This is an optimization exercise on Yosys and OpenROAD, whose aim is small area, a short achievable clock period and few clock cycles, not a production implementation.
In this exercise RTL edits were held to simulation tests only and were not proved equivalent to the original.
Power figures rest on the tool's default switching activity, not on a simulated workload.

==> inputs of run G <==
==> flow/design.v <==
`timescale 1ns/10ps
module hart #(
    parameter logic [32-1:0] RESET_ADDR = 32'h0000_0000
) (
    input  logic        i_clk,
    input  logic        i_rst_n,
    output logic [31:0] o_imem_raddr,
    input  logic [31:0] i_imem_rdata,
    output logic [31:0] o_dmem_addr,
    output logic        o_dmem_ren,
    output logic        o_dmem_wen,
    output logic [31:0] o_dmem_wdata,
    input  logic [31:0] i_dmem_rdata,
    output logic        o_retire_valid,
    output logic [31:0] o_retire_inst,
    output logic        o_retire_trap,
    output logic        o_retire_halt,
    output logic [4:0]  o_retire_rs1_raddr,
    output logic [4:0]  o_retire_rs2_raddr,
    output logic [31:0] o_retire_rs1_rdata,
    output logic [31:0] o_retire_rs2_rdata,
    output logic [4:0]  o_retire_rd_waddr,
    output logic [31:0] o_retire_rd_wdata,
    output logic [31:0] o_retire_pc,
    output logic [31:0] o_retire_next_pc
);
    logic [31:2] pc;         
    logic [31:2] m_npc;      
    logic [31:2] m_pc;       
    logic        halted;     
    logic        ex_valid;
    logic [31:0] ex_inst;
    logic [31:0] ex_a;       
    logic [31:0] ex_b;       
    logic        ex_use1;
    logic        ex_use2;
    logic        ex_wen;     
    logic        ex_load;
    logic        ex_store;
    logic        ex_ill;
    logic        ex_halt;
    logic        ex_r_add;   
    logic        ex_sll;
    logic        ex_r_sr;    
    logic        ex_sra;
    logic        ex_r_slt;
    logic        ex_r_sltu;
    logic        ex_r_xor;
    logic        ex_r_or;
    logic        ex_r_and;
    logic        ex_sub;     
    logic        ex_fa_ld, ex_fa_alu;
    logic        ex_fb_ld, ex_fb_alu;
    logic        m_valid;
    logic [31:0] m_inst;
    logic [31:0] m_result;   
    logic [31:0] m_rs1;
    logic [31:0] m_rs2;      
    logic        m_use1;
    logic        m_use2;
    logic        m_wen;
    logic        m_ren;      
    logic        m_wen_st;   
    logic        m_trap;
    logic        m_halt;
    logic        m_rd_ld;    
    logic        m_rd_alu;   
    logic [31:0] regs [1:32-1];
    logic [4:0]  m_rd;
    logic        m_we;
    logic [31:0] m_wdata;
    assign m_rd    = m_inst[11:7];
    assign m_we    = m_valid & m_wen & (m_rd != 5'd0);
    assign m_wdata = m_ren ? i_dmem_rdata : m_result;
    always_ff @(posedge i_clk) begin
        for (int i = 1; i < 32; i++) begin
            if (m_we && m_rd == 5'(i)) regs[i] <= m_wdata;
        end
    end
    assign o_dmem_addr  = m_result;
    assign o_dmem_ren   = m_ren;
    assign o_dmem_wen   = m_wen_st;
    assign o_dmem_wdata = m_rs2;
    assign o_retire_valid     = m_valid;
    assign o_retire_inst      = m_inst;
    assign o_retire_trap      = m_trap;
    assign o_retire_halt      = m_halt;
    assign o_retire_rs1_raddr = m_use1 ? m_inst[19:15] : 5'd0;
    assign o_retire_rs2_raddr = m_use2 ? m_inst[24:20] : 5'd0;
    assign o_retire_rs1_rdata = m_use1 ? m_rs1 : 32'd0;
    assign o_retire_rs2_rdata = m_use2 ? m_rs2 : 32'd0;
    assign o_retire_rd_waddr  = m_wen ? m_rd : 5'd0;
    assign o_retire_rd_wdata  = ({32{m_rd_ld}} & i_dmem_rdata) | ({32{m_rd_alu}} & m_result);
    assign o_retire_pc        = {m_pc, 2'b00};
    assign o_retire_next_pc   = {m_npc, 2'b00};
    logic [31:0] e_a;
    logic [31:0] e_b;
    logic [31:0] e_imm_s;
    logic [31:0] e_bsrc;
    logic [31:0] e_bx;
    logic [31:0] e_sum;
    logic        e_lt;
    logic        e_ltu;
    logic [31:0] e_sh_in;
    logic [31:0] e_sh_out;
    logic [31:0] e_sh_rev;
    logic        e_fill;
    logic [31:0] e_result;
    logic        e_mis;
    assign e_a = ex_fa_ld ? i_dmem_rdata : ex_fa_alu ? m_result : ex_a;
    assign e_b = ex_fb_ld ? i_dmem_rdata : ex_fb_alu ? m_result : ex_b;
    assign e_imm_s = {{20{ex_inst[31]}}, ex_inst[31:25], ex_inst[11:7]};
    assign e_bsrc  = ex_store ? e_imm_s : e_b;
    assign e_bx    = ex_sub ? ~e_bsrc : e_bsrc;
    always_comb begin
        logic [31:0] p0, g, p, gn, pn;
        p0 = e_a ^ e_bx;
        g  = e_a & e_bx;
        g[0] = g[0] | (p0[0] & ex_sub);
        p  = p0;
        for (int d = 1; d < 32; d = d * 2) begin
            for (int i = 0; i < 32; i++) begin
                if (i >= d) begin
                    gn[i] = g[i] | (p[i] & g[i - d]);
                    pn[i] = p[i] & p[i - d];
                end else begin
                    gn[i] = g[i];
                    pn[i] = p[i];
                end
            end
            g = gn;
            p = pn;
        end
        e_sum = p0 ^ {g[30:0], ex_sub};
    end
    assign e_lt  = (e_a[31] ^ e_b[31]) ? e_a[31] : e_sum[31];
    assign e_ltu = (e_a[31] ^ e_b[31]) ? e_b[31] : e_sum[31];
    always_comb begin
        for (int i = 0; i < 32; i++) begin
            e_sh_in[i] = ex_sll ? e_a[31 - i] : e_a[i];
        end
    end
    assign e_fill   = ex_sra & e_a[31];
    assign e_sh_out = 32'($signed({e_fill, e_sh_in}) >>> e_b[4:0]);
    always_comb begin
        for (int i = 0; i < 32; i++) e_sh_rev[i] = e_sh_out[31 - i];
    end
    assign e_result = ({32{ex_r_add}} & e_sum) |
                      ({32{ex_sll}}   & e_sh_rev) |
                      ({32{ex_r_sr}}  & e_sh_out) |
                      ({32{ex_r_xor}} & (e_a ^ e_b)) |
                      ({32{ex_r_or}}  & (e_a | e_b)) |
                      ({32{ex_r_and}} & (e_a & e_b)) |
                      {31'b0, (ex_r_slt & e_lt) | (ex_r_sltu & e_ltu)};
    assign e_mis = (ex_load | ex_store) & (e_sum[1:0] != 2'b00);
    always_ff @(posedge i_clk) begin
        m_inst   <= ex_inst;
        m_result <= e_result;
        m_rs1    <= e_a;
        m_rs2    <= e_b;
        m_use1   <= ex_use1;
        m_use2   <= ex_use2;
        m_wen    <= ex_wen & ~e_mis;
        m_trap   <= ex_ill | e_mis;
        m_halt   <= ex_halt;
        m_rd_ld  <= ex_load & ~e_mis;
        m_rd_alu <= ex_wen & ~ex_load;
        ex_fa_ld  <= d_f1 & ex_load & ~e_mis;
        ex_fa_alu <= d_f1 & ex_wen & ~ex_load;
        ex_fb_ld  <= d_f2 & ex_load & ~e_mis;
        ex_fb_alu <= d_f2 & ex_wen & ~ex_load;
    end
    logic [31:0] inst;
    logic [6:0]  op;
    logic [2:0]  f3;
    logic [6:0]  f7;
    logic        is_lui, is_auipc, is_opimm, is_op, is_load, is_store, is_ebreak;
    logic        legal;
    logic [4:0]  rs1, rs2;
    logic [31:0] rf [32];
    logic [31:0] r1, r2;
    logic [31:0] imm;
    logic        ex_wr;
    logic        d_f1, d_f2;
    assign inst = i_imem_rdata;
    assign op   = inst[6:0];
    assign f3   = inst[14:12];
    assign f7   = inst[31:25];
    assign rs1  = inst[19:15];
    assign rs2  = inst[24:20];
    assign is_lui    = op == 7'b0110111;
    assign is_auipc  = op == 7'b0010111;
    assign is_opimm  = op == 7'b0010011 &&
                       !((f3 == 3'b001 && f7 != 7'b0) ||
                         (f3 == 3'b101 && f7 != 7'b0 && f7 != 7'b0100000));
    assign is_op     = op == 7'b0110011 &&
                       !(f7 != 7'b0 && !(f7 == 7'b0100000 && (f3 == 3'b000 || f3 == 3'b101)));
    assign is_load   = op == 7'b0000011 && f3 == 3'b010;
    assign is_store  = op == 7'b0100011 && f3 == 3'b010;
    assign is_ebreak = inst == 32'h0010_0073;
    assign legal     = is_lui | is_auipc | is_opimm | is_op | is_load | is_store | is_ebreak;
    assign rf[0] = 32'd0;
    for (genvar i = 1; i < 32; i++) begin : g_rf
        assign rf[i] = regs[i];
    end
    assign r1 = (m_we && m_rd == rs1) ? m_wdata : rf[rs1];
    assign r2 = (m_we && m_rd == rs2) ? m_wdata : rf[rs2];
    assign imm = (is_lui | is_auipc) ? {inst[31:12], 12'b0} : {{20{inst[31]}}, inst[31:20]};
    assign o_imem_raddr = {pc, 2'b00};
    assign ex_wr = ex_valid & ex_wen & (ex_inst[11:7] != 5'd0);
    assign d_f1  = ex_wr & (is_opimm | is_op | is_load | is_store) & (rs1 == ex_inst[11:7]);
    assign d_f2  = ex_wr & (is_op | is_store) & (rs2 == ex_inst[11:7]);
    always_ff @(posedge i_clk) begin
        if (!i_rst_n) begin
            pc       <= RESET_ADDR[31:2];
            halted   <= 1'b0;
            ex_valid <= 1'b0;
            m_valid  <= 1'b0;
            m_ren    <= 1'b0;
            m_wen_st <= 1'b0;
        end else begin
            pc       <= pc + 30'd1;
            halted   <= halted | is_ebreak;
            ex_valid <= ~halted;
            m_valid  <= ex_valid;
            m_ren    <= ex_valid & ex_load & ~e_mis;
            m_wen_st <= ex_valid & ex_store & ~e_mis;
        end
    end
    always_ff @(posedge i_clk) begin
        m_npc <= pc;
        m_pc  <= m_npc;
    end
    always_ff @(posedge i_clk) begin
        ex_inst  <= inst;
        ex_a     <= is_lui ? 32'd0 : is_auipc ? {pc, 2'b00} : r1;
        ex_b     <= (is_op | is_store) ? r2 : imm;
        ex_use1  <= is_opimm | is_op | is_load | is_store;
        ex_use2  <= is_op | is_store;
        ex_wen   <= is_lui | is_auipc | is_opimm | is_op | is_load;
        ex_load  <= is_load;
        ex_store <= is_store;
        ex_ill   <= ~legal;
        ex_halt  <= is_ebreak;
        ex_r_add  <= !(is_opimm | is_op) || f3 == 3'b000;
        ex_sll    <= (is_opimm | is_op) && f3 == 3'b001;
        ex_r_sr   <= (is_opimm | is_op) && f3 == 3'b101;
        ex_sra    <= (is_opimm | is_op) && f3 == 3'b101 && inst[30];
        ex_r_slt  <= (is_opimm | is_op) && f3 == 3'b010;
        ex_r_sltu <= (is_opimm | is_op) && f3 == 3'b011;
        ex_r_xor  <= (is_opimm | is_op) && f3 == 3'b100;
        ex_r_or   <= (is_opimm | is_op) && f3 == 3'b110;
        ex_r_and  <= (is_opimm | is_op) && f3 == 3'b111;
        ex_sub   <= (is_opimm | is_op) &&
                    (f3 == 3'b010 || f3 == 3'b011 || (f3 == 3'b000 && is_op && inst[30]));
    end
endmodule
==> flow/flow/run.sh <==
#!/bin/bash
# Layout flow: the standard ORFS flow (standard.sh, unchanged synthesis and
# steps), except that the port buffers buffer_ports inserts at placement are
# sky130_fd_sc_hd__buf_2 cells rather than the library's default choice.
# make's full output goes to flow_make.log; each ORFS step keeps its own log
# under orfs/logs/.
set -euo pipefail
bash standard.sh "BUFFER_PORTS_ARGS=-buffer_cell sky130_fd_sc_hd__buf_2" finish > flow_make.log 2>&1
==> flow/standard.sh <==
#!/bin/bash
# synth_recipe.tcl (not shown) runs the flow's synth.tcl, then flattens the netlist and writes it again
# the make line also repeats each setting of config.mk as NAME=value (left out here)
make -C /OpenROAD-flow-scripts/flow DESIGN_CONFIG=/design/flow/config.mk WORK_HOME=/design/flow/orfs CLKGATE_MAP_FILE= SYNTH_SCRIPT=/design/flow/synth_recipe.tcl "${@:-finish}"
==> flow/config.mk <==
export PLATFORM = sky130hd
export DESIGN_NAME = hart
export DESIGN_NICKNAME = hart
export VERILOG_FILES = /design/flow/design.v
export SDC_FILE = /design/flow/constraint.sdc
export NUM_CORES = 4
export LEC_CHECK = 0
export CAP_MARGIN = 20
export CELL_PAD_IN_SITES_DETAIL_PLACEMENT = 1
export CORE_MARGIN = 2
export CORE_UTILIZATION = 40
export SETUP_SLACK_MARGIN = 2.8
export SLEW_MARGIN = 20
==> flow/constraint.sdc <==
create_clock -name core_clock -period 6.0 [get_ports {i_clk}]
set_input_delay 1.2000 -clock core_clock [delete_from_list [all_inputs] [get_ports {i_clk}]]
set_output_delay 1.2000 -clock core_clock [all_outputs]
set_load 0.01 [all_outputs]
==> inputs of run C, as changes to run G <==
--- a/flow/design.v
+++ b/flow/design.v
@@ -49,6 +49,8 @@
     logic        ex_r_or;
     logic        ex_r_and;
     logic        ex_sub;     
+    logic [31:0] ex_badd;    
+    logic        ex_fc_ld, ex_fc_alu;   
     logic        ex_fa_ld, ex_fa_alu;
     logic        ex_fb_ld, ex_fb_alu;
     logic        m_valid;
@@ -95,8 +97,6 @@
     assign o_retire_next_pc   = {m_npc, 2'b00};
     logic [31:0] e_a;
     logic [31:0] e_b;
-    logic [31:0] e_imm_s;
-    logic [31:0] e_bsrc;
     logic [31:0] e_bx;
     logic [31:0] e_sum;
     logic        e_lt;
@@ -109,9 +109,8 @@
     logic        e_mis;
     assign e_a = ex_fa_ld ? i_dmem_rdata : ex_fa_alu ? m_result : ex_a;
     assign e_b = ex_fb_ld ? i_dmem_rdata : ex_fb_alu ? m_result : ex_b;
-    assign e_imm_s = {{20{ex_inst[31]}}, ex_inst[31:25], ex_inst[11:7]};
-    assign e_bsrc  = ex_store ? e_imm_s : e_b;
-    assign e_bx    = ex_sub ? ~e_bsrc : e_bsrc;
+    assign e_bx = ex_fc_ld  ? (i_dmem_rdata ^ {32{ex_sub}}) :
+                  ex_fc_alu ? (m_result ^ {32{ex_sub}}) : ex_badd;
     always_comb begin
         logic [31:0] p0, g, p, gn, pn;
         p0 = e_a ^ e_bx;
@@ -169,6 +168,8 @@
         ex_fa_alu <= d_f1 & ex_wen & ~ex_load;
         ex_fb_ld  <= d_f2 & ex_load & ~e_mis;
         ex_fb_alu <= d_f2 & ex_wen & ~ex_load;
+        ex_fc_ld  <= d_f2 & is_op & ex_load & ~e_mis;
+        ex_fc_alu <= d_f2 & is_op & ex_wen & ~ex_load;
     end
     logic [31:0] inst;
     logic [6:0]  op;
@@ -182,6 +183,8 @@
     logic [31:0] imm;
     logic        ex_wr;
     logic        d_f1, d_f2;
+    logic        d_sub;
+    logic [31:0] imm_s;
     assign inst = i_imem_rdata;
     assign op   = inst[6:0];
     assign f3   = inst[14:12];
@@ -205,6 +208,9 @@
     end
     assign r1 = (m_we && m_rd == rs1) ? m_wdata : rf[rs1];
     assign r2 = (m_we && m_rd == rs2) ? m_wdata : rf[rs2];
+    assign imm_s = {{20{inst[31]}}, inst[31:25], inst[11:7]};
+    assign d_sub = (is_opimm | is_op) &&
+                   (f3 == 3'b010 || f3 == 3'b011 || (f3 == 3'b000 && is_op && inst[30]));
     assign imm = (is_lui | is_auipc) ? {inst[31:12], 12'b0} : {{20{inst[31]}}, inst[31:20]};
     assign o_imem_raddr = {pc, 2'b00};
     assign ex_wr = ex_valid & ex_wen & (ex_inst[11:7] != 5'd0);
@@ -235,6 +241,7 @@
         ex_inst  <= inst;
         ex_a     <= is_lui ? 32'd0 : is_auipc ? {pc, 2'b00} : r1;
         ex_b     <= (is_op | is_store) ? r2 : imm;
+        ex_badd  <= (is_store ? imm_s : is_op ? r2 : imm) ^ {32{d_sub}};
         ex_use1  <= is_opimm | is_op | is_load | is_store;
         ex_use2  <= is_op | is_store;
         ex_wen   <= is_lui | is_auipc | is_opimm | is_op | is_load;
@@ -251,7 +258,6 @@
         ex_r_xor  <= (is_opimm | is_op) && f3 == 3'b100;
         ex_r_or   <= (is_opimm | is_op) && f3 == 3'b110;
         ex_r_and  <= (is_opimm | is_op) && f3 == 3'b111;
-        ex_sub   <= (is_opimm | is_op) &&
-                    (f3 == 3'b010 || f3 == 3'b011 || (f3 == 3'b000 && is_op && inst[30]));
+        ex_sub   <= d_sub;
     end
 endmodule
--- a/flow/config.mk
+++ b/flow/config.mk
@@ -6,8 +6,10 @@
 export NUM_CORES = 4
 export LEC_CHECK = 0
 export CAP_MARGIN = 20
-export CELL_PAD_IN_SITES_DETAIL_PLACEMENT = 1
 export CORE_MARGIN = 2
-export CORE_UTILIZATION = 40
+export CORE_UTILIZATION = 55
+export CTS_BUF_LIST = sky130_fd_sc_hd__clkbuf_16
+export CTS_CLUSTER_DIAMETER = 60
+export CTS_CLUSTER_SIZE = 30
 export SETUP_SLACK_MARGIN = 2.8
 export SLEW_MARGIN = 20
==> inputs of run E, as changes to run G <==
--- a/flow/design.v
+++ b/flow/design.v
@@ -49,6 +49,8 @@
     logic        ex_r_or;
     logic        ex_r_and;
     logic        ex_sub;     
+    logic [31:0] ex_badd;    
+    logic        ex_fc_ld, ex_fc_alu;   
     logic        ex_fa_ld, ex_fa_alu;
     logic        ex_fb_ld, ex_fb_alu;
     logic        m_valid;
@@ -95,8 +97,6 @@
     assign o_retire_next_pc   = {m_npc, 2'b00};
     logic [31:0] e_a;
     logic [31:0] e_b;
-    logic [31:0] e_imm_s;
-    logic [31:0] e_bsrc;
     logic [31:0] e_bx;
     logic [31:0] e_sum;
     logic        e_lt;
@@ -109,9 +109,8 @@
     logic        e_mis;
     assign e_a = ex_fa_ld ? i_dmem_rdata : ex_fa_alu ? m_result : ex_a;
     assign e_b = ex_fb_ld ? i_dmem_rdata : ex_fb_alu ? m_result : ex_b;
-    assign e_imm_s = {{20{ex_inst[31]}}, ex_inst[31:25], ex_inst[11:7]};
-    assign e_bsrc  = ex_store ? e_imm_s : e_b;
-    assign e_bx    = ex_sub ? ~e_bsrc : e_bsrc;
+    assign e_bx = ex_fc_ld  ? (i_dmem_rdata ^ {32{ex_sub}}) :
+                  ex_fc_alu ? (m_result ^ {32{ex_sub}}) : ex_badd;
     always_comb begin
         logic [31:0] p0, g, p, gn, pn;
         p0 = e_a ^ e_bx;
@@ -169,6 +168,8 @@
         ex_fa_alu <= d_f1 & ex_wen & ~ex_load;
         ex_fb_ld  <= d_f2 & ex_load & ~e_mis;
         ex_fb_alu <= d_f2 & ex_wen & ~ex_load;
+        ex_fc_ld  <= d_f2 & is_op & ex_load & ~e_mis;
+        ex_fc_alu <= d_f2 & is_op & ex_wen & ~ex_load;
     end
     logic [31:0] inst;
     logic [6:0]  op;
@@ -182,6 +183,8 @@
     logic [31:0] imm;
     logic        ex_wr;
     logic        d_f1, d_f2;
+    logic        d_sub;
+    logic [31:0] imm_s;
     assign inst = i_imem_rdata;
     assign op   = inst[6:0];
     assign f3   = inst[14:12];
@@ -205,6 +208,9 @@
     end
     assign r1 = (m_we && m_rd == rs1) ? m_wdata : rf[rs1];
     assign r2 = (m_we && m_rd == rs2) ? m_wdata : rf[rs2];
+    assign imm_s = {{20{inst[31]}}, inst[31:25], inst[11:7]};
+    assign d_sub = (is_opimm | is_op) &&
+                   (f3 == 3'b010 || f3 == 3'b011 || (f3 == 3'b000 && is_op && inst[30]));
     assign imm = (is_lui | is_auipc) ? {inst[31:12], 12'b0} : {{20{inst[31]}}, inst[31:20]};
     assign o_imem_raddr = {pc, 2'b00};
     assign ex_wr = ex_valid & ex_wen & (ex_inst[11:7] != 5'd0);
@@ -235,6 +241,7 @@
         ex_inst  <= inst;
         ex_a     <= is_lui ? 32'd0 : is_auipc ? {pc, 2'b00} : r1;
         ex_b     <= (is_op | is_store) ? r2 : imm;
+        ex_badd  <= (is_store ? imm_s : is_op ? r2 : imm) ^ {32{d_sub}};
         ex_use1  <= is_opimm | is_op | is_load | is_store;
         ex_use2  <= is_op | is_store;
         ex_wen   <= is_lui | is_auipc | is_opimm | is_op | is_load;
@@ -251,7 +258,6 @@
         ex_r_xor  <= (is_opimm | is_op) && f3 == 3'b100;
         ex_r_or   <= (is_opimm | is_op) && f3 == 3'b110;
         ex_r_and  <= (is_opimm | is_op) && f3 == 3'b111;
-        ex_sub   <= (is_opimm | is_op) &&
-                    (f3 == 3'b010 || f3 == 3'b011 || (f3 == 3'b000 && is_op && inst[30]));
+        ex_sub   <= d_sub;
     end
 endmodule
==> flow/config.mk (replaced) <==
export PLATFORM = sky130hd
export DESIGN_NAME = hart
export DESIGN_NICKNAME = hart
export VERILOG_FILES = /design/flow/design.v
export SDC_FILE = /design/flow/constraint.sdc
export NUM_CORES = 4
export LEC_CHECK = 0
export CAP_MARGIN = 20
export CORE_MARGIN = 2
export CORE_UTILIZATION = 45
export CTS_BUF_LIST = sky130_fd_sc_hd__clkbuf_16
export CTS_CLUSTER_DIAMETER = 60
export CTS_CLUSTER_SIZE = 30
export SETUP_SLACK_MARGIN = 2.5
export SLEW_MARGIN = 20
==> qor summary <==
|  | run C | run E | run G |
|---|---|---|---|
| Gate power share | 18.1% | 17.7% | 17.3% |
| Post-layout min period | 3.558 ns | 3.753 ns | 3.932 ns |
| Arrival time reported for the critical path endpoint | 4.22 ns | 4.45 ns | 4.64 ns |
| Wire length of the first global-routing pass | 435.7 mm | 441.6 mm | 451.7 mm |
| Worst min-delay path startpoint | ex_inst[16] | ex_inst[14] | ex_inst[16] |
| Insertion delay to the later sink of the worst-skew pair | 0.81 ns | 0.83 ns | 0.82 ns |
| Total area of sequential cells | 37450 sq um | 37450 sq um | 36790 sq um |
| Levels on crit path | 18 | 18 | 17 |
| Proportion of netlist area held by the largest area contributor | 48.08% | 48.08% | 49.73% |
| Maximum vdd ir drop | 0.3352 mV | 0.2514 mV | 0.2313 mV |
| Run status | timing/DRC/antenna clean | timing/DRC/antenna clean | timing/DRC/antenna clean |
| Multi-input combinational cell count | 3190 | 3185 | 2940 |
| Post-Synthesis Cell Area | 61950 sq um | 61950 sq um | 59900 sq um |
| Htree depth | 3 | 3 | 4 |
Testbench counts of run G, summed over its fixed seeds: cycles 34,640.
Testbench counts of run C, summed over its fixed seeds: cycles 34,640.
Testbench counts of run E, summed over its fixed seeds: cycles 34,640.

separate check: timing with driven ports:
Ports are ideal in the flow. The routed layouts listed here were re-timed in OpenROAD.
Step 1: set_driving_cell puts a clkbuf_16 on i_clk and a buf_2 on each other input, an assumption about the parent block.
Step 2 times the ports against the registers' clock, not the clock port: input delays grow and output delays shrink by t, the midpoint of the rising clock arrivals with the driver on.
Slacks: ideal ports / drivers / drivers and shift; pairs: ideal ports / drivers.
| run | t, ns | setup WS [ns] | slew at the worst register clock pin (ns) |
|---|---|---|---|
| run G | 0.883 | 2.068 / 2.068 / 1.438 | 0.07 / 0.07 |
| run C | 0.848 | 2.442 / 2.442 / 1.721 | 0.11 / 0.11 |
| run E | 0.874 | 2.247 / 2.247 / 1.472 | 0.11 / 0.11 |
After both steps setup and hold are still met in every run listed. The setup slack of run E, which loses most, moves by 0.000 ns with the drivers and by -0.775 ns with both steps.
